What follows belongs to an exercise in optimizing a design on an open flow for a short achievable clock period and few clock cycles; a production flow would make more cautious choices.
In this exercise RTL edits were held to simulation tests only and were not proved equivalent to the original.

==> v23: inputs <==
==> flow/design.v (excerpt) <==
module cpu
(
  input  logic        clk,
  input  logic        reset,
  input  logic        run,
  input  logic        load_req,
  input  logic [15:0] load,         
  output logic        load_ack,
  output logic        retire_valid,
  output logic [40:0] retire,       
  output logic        halted
);
clock: 12.0 ns
lec_check: 0
abc_clock_period_in_ps: 4000
cap_margin: 20
core_margin: 2
core_utilization: 55
place_density: 0.68
setup_slack_margin: 5
slew_margin: 20
run.sh (not shown) runs the stock make flow with config.mk's settings and CLKGATE_MAP_FILE= SYNTH_SCRIPT=/design/flow/synth_recipe.tcl, a recipe that flattens the netlist after the stock synthesis.
==> v12 (differences from v23) <==
--- a/flow/design.v
+++ b/flow/design.v
@@ -119,80 +119,85 @@
   logic       wb_halt;
   logic [7:0] wb_pc;
   logic [3:0] wb_op;
   logic [1:0] wb_wa;
   logic [7:0] wb_data;
   logic [7:0] wb_maddr;
   logic [7:0] wb_mdata;
   logic       wb_ovf;
-  logic [7:0]   fwd  [4];
-  logic [255:0] fsel [4];   
-  logic [7:0]   ldv  [4];   
+  logic [7:0] fwd [4];
   always_comb
-  begin
     for (int x = 0; x < 4; x++)
-    begin
-      logic [7:0] m;
-      fwd[x]  = (wb_wen && wb_wa == 2'(x)) ? wb_data : regs[x];
-      fsel[x] = dec256(fwd[x]);
-      m = '0;
-      for (int i = 0; i < 256; i++)
-        m = m | ({8{fsel[x][i]}} & dmem[i]);
-      ldv[x] = (wb_mwen && wb_maddr == fwd[x]) ? wb_mdata : m;
-    end
-  end
-  logic [7:0]   ins, imm;
+      fwd[x] = (wb_wen && wb_wa == 2'(x)) ? wb_data : regs[x];
+  logic [7:0]   ir_q, im_q;
   logic [3:0]   op;
   logic [1:0]   rd, rs;
   logic [7:0]   a, b;
   logic [7:0]   sum, diff, res;
-  logic         ovf, eq, is_br, taken;
+  logic         ovf, eq, is_br, jump, two, taken;
   logic         wen, mwen, is_halt;
   logic [1:0]   wa;
   logic [7:0]   maddr, mdata;
-  logic [7:0]   pc1, pc2, tgt;
-  logic [7:0]   pc_b, pc_n;
-  logic [255:0] oh_b, oh_n;
+  logic [7:0]   pc1, pc2, tgt, pc_n;
+  logic [255:0] oh_n, dsel;
+  logic [7:0]   ins_n, imm_n, dm, ldv;
   logic         ex_ok;
-  always_comb
-  begin
-    ins = '0;
-    imm = '0;
-    for (int i = 0; i < 256; i++)
-    begin
-      ins = ins | ({8{pc_oh[i]}} & prog[i]);
-      imm = imm | ({8{pc_oh[i]}} & prog[(i + 1) % 256]);
-    end
-  end
-  assign op = ins[7:4];
-  assign rd = ins[3:2];
-  assign rs = ins[1:0];
+  assign op = ir_q[7:4];
+  assign rd = ir_q[3:2];
+  assign rs = ir_q[1:0];
   assign a  = fwd[rd];
   assign b  = fwd[rs];
   assign sum  = a + b;
   assign diff = a - b;
   assign eq   = (a == b);
   assign pc1 = pc_q + 8'd1;
   assign pc2 = pc_q + 8'd2;
-  assign tgt = pc2 + imm;
   assign ex_ok = !stop_q && !halted_q;
+  assign is_br = (op == op_beq) || (op == op_bne);
+  assign jump  = (op == op_j) || (op == op_jal) || (op == op_jr);
+  assign two   = (op == op_li) || is_br || (op == op_j) || (op == op_jal);
+  assign taken = jump || (is_br && (eq ^ op[0]));
+  always_comb
+  begin
+    case (op)
+      op_j, op_jal: tgt = im_q;
+      op_jr:        tgt = b;
+      default:      tgt = pc2 + im_q;
+    endcase
+  end
+  assign pc_n = taken ? tgt : (two ? pc2 : pc1);
+  assign oh_n = taken ? dec256(tgt) :
+                two   ? {pc_oh[253:0], pc_oh[255:254]} : {pc_oh[254:0], pc_oh[255]};
+  logic [2047:0] prog_flat, prog_next;
+  always_comb
+    for (int i = 0; i < 256; i++)
+    begin
+      prog_flat[8*i +: 8] = prog[i];
+      prog_next[8*i +: 8] = prog[(i + 1) % 256];
+    end
+  rd256 u_rd_ins (.sel(oh_n), .d(prog_flat), .q(ins_n));
+  rd256 u_rd_imm (.sel(oh_n), .d(prog_next), .q(imm_n));
+  assign dsel = dec256(b);
+  logic [2047:0] dmem_flat;
+  always_comb
+    for (int i = 0; i < 256; i++)
+      dmem_flat[8*i +: 8] = dmem[i];
+  rd256 u_rd_dm (.sel(dsel), .d(dmem_flat), .q(dm));
+  assign ldv = (wb_mwen && wb_maddr == b) ? wb_mdata : dm;
   always_comb
   begin
     res     = '0;
     ovf     = 1'b0;
     wen     = 1'b0;
     wa      = rd;
     mwen    = 1'b0;
     maddr   = '0;
     mdata   = '0;
     is_halt = 1'b0;
-    is_br   = 1'b0;
-    pc_b    = pc1;
-    oh_b    = {pc_oh[254:0], pc_oh[255]};
     case (op)
       op_add:
       begin
         res = sum;
         ovf = (a[7] == b[7]) && (sum[7] != a[7]);
         wen = 1'b1;
       end
       op_sub:
@@ -201,68 +206,42 @@
         ovf = (a[7] != b[7]) && (diff[7] != a[7]);
         wen = 1'b1;
       end
       op_and: begin res = a & b;       wen = 1'b1; end
       op_or:  begin res = a | b;       wen = 1'b1; end
       op_xor: begin res = a ^ b;       wen = 1'b1; end
       op_shl: begin res = a << b[2:0]; wen = 1'b1; end
       op_mov: begin res = b;           wen = 1'b1; end
-      op_li:
-      begin
-        res  = imm;
-        wen  = 1'b1;
-        pc_b = pc2;
-        oh_b = {pc_oh[253:0], pc_oh[255:254]};
-      end
+      op_li:  begin res = im_q;        wen = 1'b1; end
       op_lw:
       begin
-        res   = ldv[rs];
+        res   = ldv;
         wen   = 1'b1;
         maddr = b;
       end
       op_sw:
       begin
         mwen  = 1'b1;
         maddr = a;
         mdata = b;
       end
-      op_beq, op_bne:
-      begin
-        is_br = 1'b1;
-        pc_b  = pc2;
-        oh_b  = {pc_oh[253:0], pc_oh[255:254]};
-      end
-      op_j:
-      begin
-        pc_b = imm;
-        oh_b = dec256(imm);
-      end
       op_jal:
       begin
-        res  = pc2;
-        wen  = 1'b1;
-        wa   = 2'd3;
-        pc_b = imm;
-        oh_b = dec256(imm);
-      end
-      op_jr:
-      begin
-        pc_b = b;
-        oh_b = fsel[rs];
+        res = pc2;
+        wen = 1'b1;
+        wa  = 2'd3;
       end
-      default:
+      op_halt:
         is_halt = 1'b1;
+      default: ;
     endcase
     if (!wen)
       wa = '0;
   end
-  assign taken = is_br && (eq ^ op[0]);
-  assign pc_n  = taken ? tgt : pc_b;
-  assign oh_n  = taken ? dec256(tgt) : oh_b;
   always_ff @(posedge clk)
   begin
     if (reset)
     begin
       for (int x = 0; x < 4; x++)
         regs[x] <= '0;
     end
     else if (run && wb_wen)
@@ -284,26 +263,30 @@
       halted_q <= 1'b1;
   end
   always_ff @(posedge clk)
   begin
     if (reset || !run)
     begin
       pc_q     <= '0;
       pc_oh    <= 256'd1;
+      ir_q     <= prog[0];
+      im_q     <= prog[1];
       stop_q   <= 1'b0;
       wb_valid <= 1'b0;
       wb_wen   <= 1'b0;
       wb_mwen  <= 1'b0;
       wb_halt  <= 1'b0;
     end
     else
     begin
       pc_q     <= pc_n;
       pc_oh    <= oh_n;
+      ir_q     <= ins_n;
+      im_q     <= imm_n;
       stop_q   <= stop_q || (ex_ok && is_halt);
       wb_valid <= ex_ok;
       wb_wen   <= ex_ok && wen;
       wb_mwen  <= ex_ok && mwen;
       wb_halt  <= ex_ok && is_halt;
     end
   end
   always_ff @(posedge clk)
@@ -315,8 +298,46 @@
     wb_maddr <= maddr;
     wb_mdata <= mdata;
     wb_ovf   <= ovf;
   end
   assign retire_valid = run && wb_valid;
   assign halted       = halted_q || (run && wb_halt);
   assign retire       = {wb_pc, wb_op, wb_wen, wb_wa, wb_data, wb_mwen, wb_maddr, wb_mdata, wb_ovf};
 endmodule
+module rd256
+(
+  input  logic [255:0]  sel,
+  input  logic [2047:0] d,
+  output logic [7:0]    q
+);
+  logic [127:0] g;
+  for (genvar k = 0; k < 16; k++)
+  begin : g_grp
+    rd16 u_grp (.sel(sel[16*k +: 16]), .d(d[128*k +: 128]), .q(g[8*k +: 8]));
+  end
+  or16 u_or (.d(g), .q(q));
+endmodule
+module rd16
+(
+  input  logic [15:0]  sel,
+  input  logic [127:0] d,
+  output logic [7:0]   q
+);
+  always_comb
+  begin
+    q = '0;
+    for (int i = 0; i < 16; i++)
+      q = q | ({8{sel[i]}} & d[8*i +: 8]);
+  end
+endmodule
+module or16
+(
+  input  logic [127:0] d,
+  output logic [7:0]   q
+);
+  always_comb
+  begin
+    q = '0;
+    for (int i = 0; i < 16; i++)
+      q = q | d[8*i +: 8];
+  end
+endmodule
ABC_CLOCK_PERIOD_IN_PS = not set   (was 4000)
CORE_UTILIZATION = 40   (was 55)
PLACE_DENSITY = not set   (was 0.68)
SYNTH_HIERARCHICAL = 1   (was not set)
SYNTH_MINIMUM_KEEP_SIZE = 0   (was not set)
==> v27 (differences from v23) <==
--- a/flow/design.v
+++ b/flow/design.v
@@ -119,80 +119,87 @@
   logic       wb_halt;
   logic [7:0] wb_pc;
   logic [3:0] wb_op;
   logic [1:0] wb_wa;
   logic [7:0] wb_data;
   logic [7:0] wb_maddr;
   logic [7:0] wb_mdata;
   logic       wb_ovf;
-  logic [7:0]   fwd  [4];
-  logic [255:0] fsel [4];   
-  logic [7:0]   ldv  [4];   
+  logic [7:0] fwd [4];
   always_comb
-  begin
     for (int x = 0; x < 4; x++)
-    begin
-      logic [7:0] m;
-      fwd[x]  = (wb_wen && wb_wa == 2'(x)) ? wb_data : regs[x];
-      fsel[x] = dec256(fwd[x]);
-      m = '0;
-      for (int i = 0; i < 256; i++)
-        m = m | ({8{fsel[x][i]}} & dmem[i]);
-      ldv[x] = (wb_mwen && wb_maddr == fwd[x]) ? wb_mdata : m;
-    end
-  end
-  logic [7:0]   ins, imm;
+      fwd[x] = (wb_wen && wb_wa == 2'(x)) ? wb_data : regs[x];
+  logic [7:0]   ir_q, im_q;
   logic [3:0]   op;
   logic [1:0]   rd, rs;
   logic [7:0]   a, b;
   logic [7:0]   sum, diff, res;
-  logic         ovf, eq, is_br, taken;
+  logic         ovf, eq, is_br, jump, two, taken;
   logic         wen, mwen, is_halt;
   logic [1:0]   wa;
   logic [7:0]   maddr, mdata;
-  logic [7:0]   pc1, pc2, tgt;
-  logic [7:0]   pc_b, pc_n;
-  logic [255:0] oh_b, oh_n;
+  logic [7:0]   pc1, pc2, tgt, pc_n;
+  logic [255:0] oh_n, dsel;
+  logic [7:0]   ins_n, imm_n, dm, ldv;
   logic         ex_ok;
-  always_comb
-  begin
-    ins = '0;
-    imm = '0;
-    for (int i = 0; i < 256; i++)
-    begin
-      ins = ins | ({8{pc_oh[i]}} & prog[i]);
-      imm = imm | ({8{pc_oh[i]}} & prog[(i + 1) % 256]);
-    end
-  end
-  assign op = ins[7:4];
-  assign rd = ins[3:2];
-  assign rs = ins[1:0];
+  assign op = ir_q[7:4];
+  assign rd = ir_q[3:2];
+  assign rs = ir_q[1:0];
   assign a  = fwd[rd];
   assign b  = fwd[rs];
   assign sum  = a + b;
   assign diff = a - b;
   assign eq   = (a == b);
   assign pc1 = pc_q + 8'd1;
   assign pc2 = pc_q + 8'd2;
-  assign tgt = pc2 + imm;
   assign ex_ok = !stop_q && !halted_q;
+  assign is_br = (op == op_beq) || (op == op_bne);
+  assign jump  = (op == op_j) || (op == op_jal) || (op == op_jr);
+  assign two   = (op == op_li) || is_br || (op == op_j) || (op == op_jal);
+  assign taken = jump || (is_br && (eq ^ op[0]));
+  always_comb
+  begin
+    case (op)
+      op_j, op_jal: tgt = im_q;
+      op_jr:        tgt = b;
+      default:      tgt = pc2 + im_q;
+    endcase
+  end
+  assign pc_n = taken ? tgt : (two ? pc2 : pc1);
+  assign oh_n = taken ? dec256(tgt) :
+                two   ? {pc_oh[253:0], pc_oh[255:254]} : {pc_oh[254:0], pc_oh[255]};
+  always_comb
+  begin
+    ins_n = '0;
+    imm_n = '0;
+    for (int i = 0; i < 256; i++)
+    begin
+      ins_n = ins_n | ({8{oh_n[i]}} & prog[i]);
+      imm_n = imm_n | ({8{oh_n[i]}} & prog[(i + 1) % 256]);
+    end
+  end
+  assign dsel = dec256(b);
+  always_comb
+  begin
+    dm = '0;
+    for (int i = 0; i < 256; i++)
+      dm = dm | ({8{dsel[i]}} & dmem[i]);
+    ldv = (wb_mwen && wb_maddr == b) ? wb_mdata : dm;
+  end
   always_comb
   begin
     res     = '0;
     ovf     = 1'b0;
     wen     = 1'b0;
     wa      = rd;
     mwen    = 1'b0;
     maddr   = '0;
     mdata   = '0;
     is_halt = 1'b0;
-    is_br   = 1'b0;
-    pc_b    = pc1;
-    oh_b    = {pc_oh[254:0], pc_oh[255]};
     case (op)
       op_add:
       begin
         res = sum;
         ovf = (a[7] == b[7]) && (sum[7] != a[7]);
         wen = 1'b1;
       end
       op_sub:
@@ -201,68 +208,42 @@
         ovf = (a[7] != b[7]) && (diff[7] != a[7]);
         wen = 1'b1;
       end
       op_and: begin res = a & b;       wen = 1'b1; end
       op_or:  begin res = a | b;       wen = 1'b1; end
       op_xor: begin res = a ^ b;       wen = 1'b1; end
       op_shl: begin res = a << b[2:0]; wen = 1'b1; end
       op_mov: begin res = b;           wen = 1'b1; end
-      op_li:
-      begin
-        res  = imm;
-        wen  = 1'b1;
-        pc_b = pc2;
-        oh_b = {pc_oh[253:0], pc_oh[255:254]};
-      end
+      op_li:  begin res = im_q;        wen = 1'b1; end
       op_lw:
       begin
-        res   = ldv[rs];
+        res   = ldv;
         wen   = 1'b1;
         maddr = b;
       end
       op_sw:
       begin
         mwen  = 1'b1;
         maddr = a;
         mdata = b;
       end
-      op_beq, op_bne:
-      begin
-        is_br = 1'b1;
-        pc_b  = pc2;
-        oh_b  = {pc_oh[253:0], pc_oh[255:254]};
-      end
-      op_j:
-      begin
-        pc_b = imm;
-        oh_b = dec256(imm);
-      end
       op_jal:
       begin
-        res  = pc2;
-        wen  = 1'b1;
-        wa   = 2'd3;
-        pc_b = imm;
-        oh_b = dec256(imm);
-      end
-      op_jr:
-      begin
-        pc_b = b;
-        oh_b = fsel[rs];
+        res = pc2;
+        wen = 1'b1;
+        wa  = 2'd3;
       end
-      default:
+      op_halt:
         is_halt = 1'b1;
+      default: ;
     endcase
     if (!wen)
       wa = '0;
   end
-  assign taken = is_br && (eq ^ op[0]);
-  assign pc_n  = taken ? tgt : pc_b;
-  assign oh_n  = taken ? dec256(tgt) : oh_b;
   always_ff @(posedge clk)
   begin
     if (reset)
     begin
       for (int x = 0; x < 4; x++)
         regs[x] <= '0;
     end
     else if (run && wb_wen)
@@ -284,26 +265,30 @@
       halted_q <= 1'b1;
   end
   always_ff @(posedge clk)
   begin
     if (reset || !run)
     begin
       pc_q     <= '0;
       pc_oh    <= 256'd1;
+      ir_q     <= prog[0];
+      im_q     <= prog[1];
       stop_q   <= 1'b0;
       wb_valid <= 1'b0;
       wb_wen   <= 1'b0;
       wb_mwen  <= 1'b0;
       wb_halt  <= 1'b0;
     end
     else
     begin
       pc_q     <= pc_n;
       pc_oh    <= oh_n;
+      ir_q     <= ins_n;
+      im_q     <= imm_n;
       stop_q   <= stop_q || (ex_ok && is_halt);
       wb_valid <= ex_ok;
       wb_wen   <= ex_ok && wen;
       wb_mwen  <= ex_ok && mwen;
       wb_halt  <= ex_ok && is_halt;
     end
   end
   always_ff @(posedge clk)
CORE_UTILIZATION = 40   (was 55)
PLACE_DENSITY = not set   (was 0.68)
==> impl_metrics.prom <==
# TYPE chip_impl_metric gauge
chip_impl_metric{name="ctsResizeCount",unit=""} 200
chip_impl_metric{name="synth.lib_cells_used.distinct",unit=""} 113
chip_impl_metric{name="post_synth_fa_ha_maj_area_fraction",unit=""} 0.00229
chip_impl_info{name="failed_stage",value="5_1_grt"} 1
chip_impl_info{name="stop_error",value="[ERROR GRT-0116] Global routing finished with congestion. Check the congestion regions in the DRC Viewer."} 1
chip_impl_info{name="result_of_the_run",value="stopped before the end"} 1
That was v27.
==> impl_metrics.prom <==
# TYPE chip_impl_metric gauge
chip_impl_metric{name="ctsResizeCount",unit=""} 80
chip_impl_info{name="result_of_the_run",value="no timing/DRC/antenna violations"} 1
chip_impl_metric{name="post_synth_fa_ha_maj_area_fraction",unit=""} 0.00253
chip_impl_metric{name="synth.lib_cells_used.distinct",unit=""} 77
chip_impl_metric{name="grt_pass1_vias",unit=""} 117000
That was v12.
==> impl_metrics.prom <==
# TYPE chip_impl_metric gauge
chip_impl_info{name="failed_stage",value="5_1_grt"} 1
chip_impl_metric{name="synth.lib_cells_used.distinct",unit=""} 106
chip_impl_info{name="stop_error",value="[ERROR GRT-0116] Global routing finished with congestion. Check the congestion regions in the DRC Viewer."} 1
chip_impl_metric{name="post_synth_fa_ha_maj_area_fraction",unit=""} 0.00187
chip_impl_info{name="result_of_the_run",value="stopped before the end"} 1
That was v23.
Testbench counts of v23, summed over its fixed seeds: cycles 80,818.
Testbench counts of v12, summed over its fixed seeds: cycles 80,818.
Testbench counts of v27, summed over its fixed seeds: cycles 80,818.

separate check: timing with driven ports:
No port has a modelled driver above. Below, the same layout with a new extraction and two added sets of constraints. Step 1, drivers: a clkbuf_16 drives clk and a buf_2 each remaining input, both assumed. Step 2 adds t to the input delays and takes it off the output delays; t is the mean of the earliest and latest rising clock arrival at the registers after step 1. Input paths then give back, and output paths get back, about the clock's delay inside the block. Slacks: ideal / step 1 / step 2; pairs: ideal / step 1.
run: v12
t (ns): 1.141
setup slack, ns: 5.078 / 5.078 / 4.867
slew at the worst register clock pin (ns): 0.07 / 0.07
worst data-port slew with drivers (ns): 0.05
After both steps v12 still meets setup and hold. The setup slack of v12 moves by 0.000 ns with the drivers and by -0.211 ns with both steps.
